What follows belongs to an exercise in optimizing a design on an open flow for small area; a production flow would make more cautious choices. Only simulation tests tie the RTL to the original design; equivalence was not proved. No activity file was given, so power comes from the tool's default toggle rates.

==> quartz: inputs <==
## sxp
module sxp
(
  input  wire        clk,
  input  wire        reset_b,
  input  wire [31:0] mem_inst,
  output wire [31:0] mem_pc,
  output wire        spw_we,
  output wire [31:0] spw_addr,
  output wire [31:0] spw_data
);
==> module sxp, before the edit <==
module sxp
(
  input  wire        clk,
  input  wire        reset_b,
  input  wire [31:0] mem_inst,
  output wire [31:0] mem_pc,
  output wire        spw_we,
  output wire [31:0] spw_addr,
  output wire [31:0] spw_data
);
  reg  [4:0] cnt;       
  reg        clr;       
  wire [2:0] ph = cnt[2:0];
  wire       p0 = (cnt[4:3] == 2'd0);
  wire       p1 = (cnt[4:3] == 2'd1);
  wire       p2 = (cnt[4:3] == 2'd2);
  wire       p3 = (cnt[4:3] == 2'd3);
  wire [1:0] dest    = mem_inst[31:30];
  wire       src_pc  = mem_inst[28];      
  wire       src_imm = mem_inst[27];      
  wire [2:0] op      = mem_inst[26:24];
  wire [3:0] wb      = mem_inst[23:20];
  wire [3:0] rd      = mem_inst[19:16];
  wire [3:0] ra      = mem_inst[15:12];
  wire [3:0] rb      = mem_inst[11:8];
  wire       vld     = ~mem_inst[29] & ~clr;
  wire       wb_flag = (wb[3:2] == 2'b01);
  wire       is_reg  = vld & (dest == 2'b00);
  wire       is_jmp  = vld & (dest == 2'b01);
  wire       is_st   = vld & (dest == 2'b10);
  wire       sub     = (op == 3'd1);
  wire       addsub  = (op[2:1] == 2'b00);
  wire       shl     = (op == 3'd5);
  reg  [31:0] pc;
  reg  [31:0] sa;       
  reg  [31:0] sd;       
  reg  [4:0]  s;        
  reg  [3:0]  prev;     
  reg         ac;       
  reg         pcc;      
  reg         zacc;     
  reg         tk;       
  wire [3:0]  raddr = p1 ? (src_imm ? rd : ra) : rb;
  wire [63:0] heads;
  wire       pol   = cnt[3];                
  wire [3:0]  rport = heads[4*raddr +: 4] ^ {4{pol}};
  wire        wclr  = clr & p3;
  wire        wen   = is_reg & (p2 | (p3 & (ph == 3'd0) & wb_flag));
  wire [3:0]  v;
  wire [3:0]  wdata = wclr ? 4'd0 : (p2 ? v : sd[3:0]);
  wire [3:0]  wx    = wdata ^ {4{pol}};
  genvar g;
  generate
    for (g = 0; g < 16; g = g + 1)
    begin : rf
      reg  [31:0] q;
      wire        we = wclr | (wen & (rd == g));
      always @(posedge clk)
        q <= {~(we ? wx : q[3:0]), q[31:4]};
      assign heads[4*g +: 4] = q[3:0];
    end
  endgenerate
  wire [3:0] imm_dig = ph[2] ? 4'd0 : mem_inst[4*ph[1:0] +: 4];
  wire [3:0] b_t     = src_imm ? imm_dig : rport;
  wire       last2 = (cnt == 5'd23);
  wire       pshift = (cnt >= 5'd23) & (cnt <= 5'd30);
  wire [4:0] pinc = {1'b0, pc[3:0]} + {4'd0, (last2 | pcc)};
  wire [3:0] a_t;       
  wire [2:0] dd   = s[4:2] ^ {3{shl}};
  wire [1:0] rr   = s[1:0] ^ {2{shl}};
  reg  [3:0] tapv;
  always @(*)
  begin
    case (dd)
      3'd0:    tapv = sa[7:4];
      3'd1:    tapv = sa[11:8];
      3'd2:    tapv = sa[15:12];
      3'd3:    tapv = sa[19:16];
      3'd4:    tapv = sa[23:20];
      3'd5:    tapv = sa[27:24];
      3'd6:    tapv = sa[31:28];
      default: tapv = a_t;
    endcase
  end
  wire [3:0] ph_d = {1'b0, ph} + {1'b0, dd};
  wire       ge7  = (ph_d >= 4'd7);
  wire       tvld = shl ? (p1 & ge7) : ((p1 & (ph == 3'd7)) | (p2 & ~ge7));
  wire [3:0] newd = tapv & {4{tvld}};
  wire [7:0] win  = {newd, prev};
  wire [6:0] win1 = shl ? win[7:1] : win[6:0];
  wire [6:0] wsh  = win1 >> rr;
  wire [3:0] ysh  = wsh[3:0];
  wire [3:0] a2  = sa[3:0];
  wire [3:0] bx  = p1 ? 4'd0 : (b_t ^ {4{sub}});
  wire       aci = (ph == 3'd0) ? (sub | p1) : ac;
  wire [4:0] sum = {1'b0, a2} + {1'b0, bx} + {4'd0, aci};
  assign a_t = src_pc ? sum[3:0] : rport;
  reg  [3:0] y;
  always @(*)
  begin
    case (op)
      3'd0, 3'd1: y = sum[3:0];
      3'd2:       y = a2 & b_t;
      3'd3:       y = a2 | b_t;
      3'd4:       y = a2 ^ b_t;
      3'd5:       y = sd[3:0];
      3'd6:       y = ysh;
      default:    y = b_t;
    endcase
  end
  assign v = wb_flag ? 4'd0 : y;
  wire zrun = ((ph == 3'd0) | zacc) & (y == 4'd0);
  wire fz   = zrun;
  wire fn   = y[3];
  wire fv   = addsub & (a2[3] == bx[3]) & (sum[3] != a2[3]);
  wire fc   = addsub & sum[4];
  reg  fsel;
  always @(*)
  begin
    case (wb[1:0])
      2'd0:    fsel = fz;
      2'd1:    fsel = fn;
      2'd2:    fsel = fv;
      default: fsel = fc;
    endcase
  end
  wire take_c = is_jmp & ((mem_inst[0] & ~src_imm) ? (s[0] ^ mem_inst[1]) : 1'b1);
  wire take   = last2 ? take_c : tk;
  wire [3:0] tgt  = (last2 & wb_flag) ? {3'b000, fsel} : sd[7:4];
  wire [3:0] pnew = clr ? 4'd0 : (take ? tgt : pinc[3:0]);
  wire [3:0] sa_in = p1 ? a_t : (p2 ? b_t : (p3 ? pc[31:28] : sa[3:0]));
  wire [3:0] sd_in = (p1 & shl) ? ysh : (p2 ? v : sd[3:0]);
  always @(posedge clk)
  begin
    sa   <= {sa_in, sa[31:4]};
    sd   <= {sd_in, sd[31:5], ((last2 & wb_flag) ? fsel : sd[4])};
    if (pshift)
      pc <= {pnew, pc[31:4]};
    prev <= newd;
    ac   <= sum[4];
    pcc  <= pinc[4];
    zacc <= zrun;
    if (last2)
      tk <= take_c;
    if (cnt == 5'd0)
      s[3:0] <= b_t;
    if (cnt == 5'd1)
      s[4] <= b_t[0];
  end
  always @(posedge clk or negedge reset_b)
  begin
    if (!reset_b)
    begin
      cnt  <= 5'd23;
      clr  <= 1'b1;
    end
    else
    begin
      cnt <= cnt + 5'd1;
      if (cnt == 5'd31)
        clr <= 1'b0;
    end
  end
  assign mem_pc   = pc;
  assign spw_we   = is_st & (cnt == 5'd24);
  assign spw_addr = sa;
  assign spw_data = sd;
endmodule
clock: 10.0 ns
lec_check: 0
abc_area: 1
cap_margin: 20
core_margin: 2
core_utilization: 75
cts_buf_list: sky130_fd_sc_hd__clkbuf_8
cts_cluster_diameter: 35
cts_cluster_size: 15
setup_slack_margin: 0.4
slew_margin: 20
standard.sh (not shown) runs the stock make flow with config.mk's settings and CLKGATE_MAP_FILE= SYNTH_SCRIPT=/design/flow/synth_recipe.tcl, a recipe that flattens the netlist after the stock synthesis.
==> flow/flow/run.sh <==
#!/bin/bash
# Standard layout with two changes: the port buffers are the smallest buffer
# cell, and the synthesized logic is re-mapped for area and started at the
# smallest drive strengths (post_synth.tcl, run at the end of the synthesis
# step); CTS adds no dummy loads. Each tool's output goes to standard.log.
set -e
cp standard.sh standard_sh_copy.log
export BUFFER_PORTS_ARGS="-buffer_cell sky130_fd_sc_hd__buf_1"
export POST_SYNTH_TCL=$PWD/flow/post_synth.tcl
export CTS_ARGS="-sink_clustering_enable -repair_clock_nets -sink_clustering_size 20 -sink_clustering_max_diameter 40 -buf_list sky130_fd_sc_hd__clkbuf_8 -root_buf sky130_fd_sc_hd__clkbuf_16 -dont_use_dummy_load"
bash standard.sh > standard.log 2>&1
==> flow/flow/downsize.tcl <==
# Swap every combinational cell of the synthesized netlist to the smallest
# drive strength of its kind; the placement and CTS repair steps that follow
# size up whatever needs it.
set block [ord::get_db_block]
set db [ord::get_db]
set dont_use [split [string trim $::env(DONT_USE_CELLS)]]
set swapped 0
foreach inst [$block getInsts] {
  set master [$inst getMaster]
  set name [$master getName]
  if { ![regexp {^(sky130_fd_sc_hd__[a-z0-9]+(?:_[a-z0-9]+)*?)_([0-9]+)$} $name -> base size] } {
    continue
  }
  if { [regexp {__(df|edf|sdf|dl|sedf|conb|tap|fill|decap|diode)} $base] } {
    continue
  }
  set best $master
  set best_w [$master getWidth]
  foreach size {1 0 2 4} {
    set cand [$db findMaster ${base}_$size]
    if { $cand eq "NULL" || $cand eq "" } { continue }
    if { [lsearch -exact $dont_use ${base}_$size] >= 0 } { continue }
    set w [$cand getWidth]
    if { $w < $best_w } {
      set best $cand
      set best_w $w
    }
  }
  if { $best ne $master } {
    $inst swapMaster $best
    incr swapped
  }
}
puts "downsize: swapped $swapped instances"
==> flow/flow/filter_lib.py <==
#!/usr/bin/env python3
"""Copy a liberty file without the cells named on the command line
(fnmatch patterns), so that restructure cannot pick a don't-use cell."""
import fnmatch
import re
import sys

src, dst = sys.argv[1], sys.argv[2]
pats = sys.argv[3:]
out = []
skip = 0
depth = 0
dropped = 0
with open(src) as f:
    for line in f:
        if skip:
            depth += line.count('{') - line.count('}')
            if depth <= 0:
                skip = 0
            continue
        m = re.match(r'\s*cell\s*\(\s*"?([\w]+)"?\s*\)', line)
        if m and any(fnmatch.fnmatch(m.group(1), p) for p in pats):
            depth = line.count('{') - line.count('}')
            skip = 1 if depth > 0 else 0
            dropped += 1
            continue
        out.append(line)
with open(dst, 'w') as f:
    f.writelines(out)
print(f"filter_lib: dropped {dropped} cells")
==> flow/flow/post_synth.tcl <==
# Run at the end of the synthesis step (POST_SYNTH_TCL): re-map the
# combinational logic between the registers for area with OpenROAD's
# restructure (ABC), then start every combinational cell at its smallest
# drive strength; the later repair steps size up what needs it.
set flow_dir [file dirname [info script]]
set rmp_dir [file join $::env(OBJECTS_DIR) rmp]
file mkdir $rmp_dir
set lib [file join $rmp_dir lib_no_dont_use.lib]
exec python3 [file join $flow_dir filter_lib.py] [lindex $::env(LIB_FILES) 0] $lib \
  {*}[split [string trim $::env(DONT_USE_CELLS)]] >@ stdout
source [file join $flow_dir downsize.tcl]
restructure -target area -liberty_file $lib \
  -tielo_port sky130_fd_sc_hd__conb_1/LO -tiehi_port sky130_fd_sc_hd__conb_1/HI \
  -work_dir $rmp_dir -abc_logfile [file join $rmp_dir abc.log]
source [file join $flow_dir downsize.tcl]

# nothing the platform marks don't-use may be left
foreach inst [[ord::get_db_block] getInsts] {
  set m [[$inst getMaster] getName]
  if { [lsearch -exact [split [string trim $::env(DONT_USE_CELLS)]] $m] >= 0 } {
    error "post_synth: don't-use cell $m left on [$inst getName]"
  }
}
==> inputs of indigo, as changes to quartz <==
--- a/flow/design.v
+++ b/flow/design.v
@@ -76,4 +76,3 @@
   wire [63:0] heads;
-  wire       pol   = cnt[3];                
-  wire [3:0]  rport = heads[4*raddr +: 4] ^ {4{pol}};
+  wire [3:0]  rport = heads[4*raddr +: 4];
   wire        wclr  = clr & p3;
@@ -82,3 +81,2 @@
   wire [3:0]  wdata = wclr ? 4'd0 : (p2 ? v : sd[3:0]);
-  wire [3:0]  wx    = wdata ^ {4{pol}};
   genvar g;
@@ -90,3 +88,3 @@
       always @(posedge clk)
-        q <= {~(we ? wx : q[3:0]), q[31:4]};
+        q <= {(we ? wdata : q[3:0]), q[31:4]};
       assign heads[4*g +: 4] = q[3:0];
==> flow/flow/run.sh (replaced) <==
#!/bin/bash
# Standard layout with two changes: the port buffers are the smallest buffer
# cell, and every combinational cell of the synthesized netlist starts at its
# smallest drive strength (downsize.tcl, run at the end of the synthesis step).
set -e
cp standard.sh standard_sh_copy.log
export BUFFER_PORTS_ARGS="-buffer_cell sky130_fd_sc_hd__buf_1"
export POST_SYNTH_TCL=$PWD/flow/downsize.tcl
bash standard.sh > standard.log 2>&1
- CORE_UTILIZATION: 75 -> 70
- CTS_CLUSTER_DIAMETER: 35 -> 40
- CTS_CLUSTER_SIZE: 15 -> 18
- SETUP_SLACK_MARGIN: 0.4 -> default
removed: flow/flow/filter_lib.py
removed: flow/flow/post_synth.tcl
==> inputs of lagoon, as changes to quartz <==
--- a/flow/design.v
+++ b/flow/design.v
@@ -76,4 +76,3 @@
   wire [63:0] heads;
-  wire       pol   = cnt[3];                
-  wire [3:0]  rport = heads[4*raddr +: 4] ^ {4{pol}};
+  wire [3:0]  rport = heads[4*raddr +: 4];
   wire        wclr  = clr & p3;
@@ -82,3 +81,2 @@
   wire [3:0]  wdata = wclr ? 4'd0 : (p2 ? v : sd[3:0]);
-  wire [3:0]  wx    = wdata ^ {4{pol}};
   genvar g;
@@ -90,3 +88,3 @@
       always @(posedge clk)
-        q <= {~(we ? wx : q[3:0]), q[31:4]};
+        q <= {(we ? wdata : q[3:0]), q[31:4]};
       assign heads[4*g +: 4] = q[3:0];
==> flow/flow/run.sh (replaced) <==
#!/bin/bash
# Standard layout with two changes: the port buffers are the smallest buffer
# cell, and every combinational cell of the synthesized netlist starts at its
# smallest drive strength (downsize.tcl, run at the end of the synthesis step).
set -e
cp standard.sh standard_sh_copy.log
export BUFFER_PORTS_ARGS="-buffer_cell sky130_fd_sc_hd__buf_1"
export POST_SYNTH_TCL=$PWD/flow/downsize.tcl
bash standard.sh > standard.log 2>&1
--- a/flow/flow/downsize.tcl
+++ b/flow/flow/downsize.tcl
@@ -18,3 +18,3 @@
   set best_w [$master getWidth]
-  foreach size {1 0 2 4} {
+  foreach size {0 1 2 4} {
     set cand [$db findMaster ${base}_$size]
@@ -23,3 +23,3 @@
     set w [$cand getWidth]
-    if { $w < $best_w } {
+    if { $w < $best_w || ($w == $best_w && $size == 1 && [$best getName] ne ${base}_1 && $best ne $master) } {
       set best $cand
- CORE_UTILIZATION: 75 -> 70
- CTS_CLUSTER_DIAMETER: 35 -> 40
- CTS_CLUSTER_SIZE: 15 -> 18
- SETUP_SLACK_MARGIN: 0.4 -> default
removed: flow/flow/filter_lib.py
removed: flow/flow/post_synth.tcl
==> comparison <==
- lagoon ended with an error in netlist read-in after synthesis. quartz finished clean. indigo ran to the end with no violations.
- In quartz the die area is lower than in indigo, by about 11%.
- Between indigo and quartz, the lower first-iteration DRC count is in indigo (gap 21%, measured against quartz).
- Against indigo, the routed wire length of quartz is higher by 19%.
- In quartz the fmax is lower than in indigo, by 21%.
- Count of clock-buffer cells in the layout: quartz is lower than indigo (6).
- Clock power: quartz is lower than indigo (about 10%).
- Utilization: indigo is lower than quartz (6.1 points).
- In flip-flop and latch count, quartz and indigo do not differ.
- Against indigo, the sequential share of layout area of quartz is higher by 4.5 points.
- Between indigo and quartz, the lower critical path depth is in indigo (gap 4).
- Of quartz and indigo, quartz has the higher combinational power (gap 12%, measured against indigo).
==> figures <==
	lagoon	indigo	quartz
Clock group total power	-	0.00137 W	0.00117 W
Highest attainable clock frequency	-	135.4 MHz	106.5 MHz
Global-route wire length before repair	-	56,430 microns	65,230 microns
GRT met1 Usage	-	0.3950	0.4816
Main power-consuming group	-	registers	registers
TAP cells	-	319	270
Number of nets in the finished design	-	1,621	1,323
Routability congestion estimate from global placement	-	0.9309	1.001
Run status	did not finish	finished clean	finished clean
Failing step	netlist read-in after synthesis	-	-
Fraction of standard cell area in multi-input logic	-	0.1768	0.1440
Most area-hungry cell class in the final design	-	sequential cells	sequential cells
Worst path required time	-	10.47 ns	10.40 ns
Capture point of the worst reg-to-reg path	-	rf[15].q[31]$_DFF_P_	rf[11].q[31]$_DFF_P_
Effective utilization at floorplan	-	0.7097	0.7697
Post-Route WL	-	37,760 microns	45,090 microns
Clk_buf instances	-	50	44
Seq cells	-	627	627
Area enclosed by the die boundary	-	24,980 sq um	22,140 sq um
Setup TNS	-	0 ns	0 ns
Highest-utilization routing layer at the global route stage	-	met2	met2
Cell area power density	-	226.1 nW/um^2	231.9 nW/um^2
Overall Global Routing Usage	-	0.3030	0.4112
Critical Path Source Type	-	input pin	input pin

==> re-timing with driven ports <==
Ports are ideal in the flow. The routed layouts listed here were re-timed in OpenROAD. Step 1 assumes that a clkbuf_16 drives the clock port and a buf_2 every other input. Step 2 also shifts input and output timing later by t, the mid clock arrival at the registers, as if the neighbouring blocks saw the same clock. Slacks: ideal ports / drivers / drivers and shift; pairs: ideal ports / drivers.
| run | shift t [ns] | setup slack, ns | worst setup path after step 2 | latest minus earliest clock arrival (ns) | worst register clock-pin slew, ns |
|---|---|---|---|---|---|
| quartz | 0.569 | 0.614 / 0.569 / 0.000 | input to register | 0.076 / 0.077 | 0.12 / 0.12 |
| indigo | 0.632 | 2.614 / 2.615 / 1.983 | input to register | 0.025 / 0.024 | 0.11 / 0.11 |
The setup slack of indigo, which loses most, moves by +0.001 ns with the drivers and by -0.631 ns with both steps.
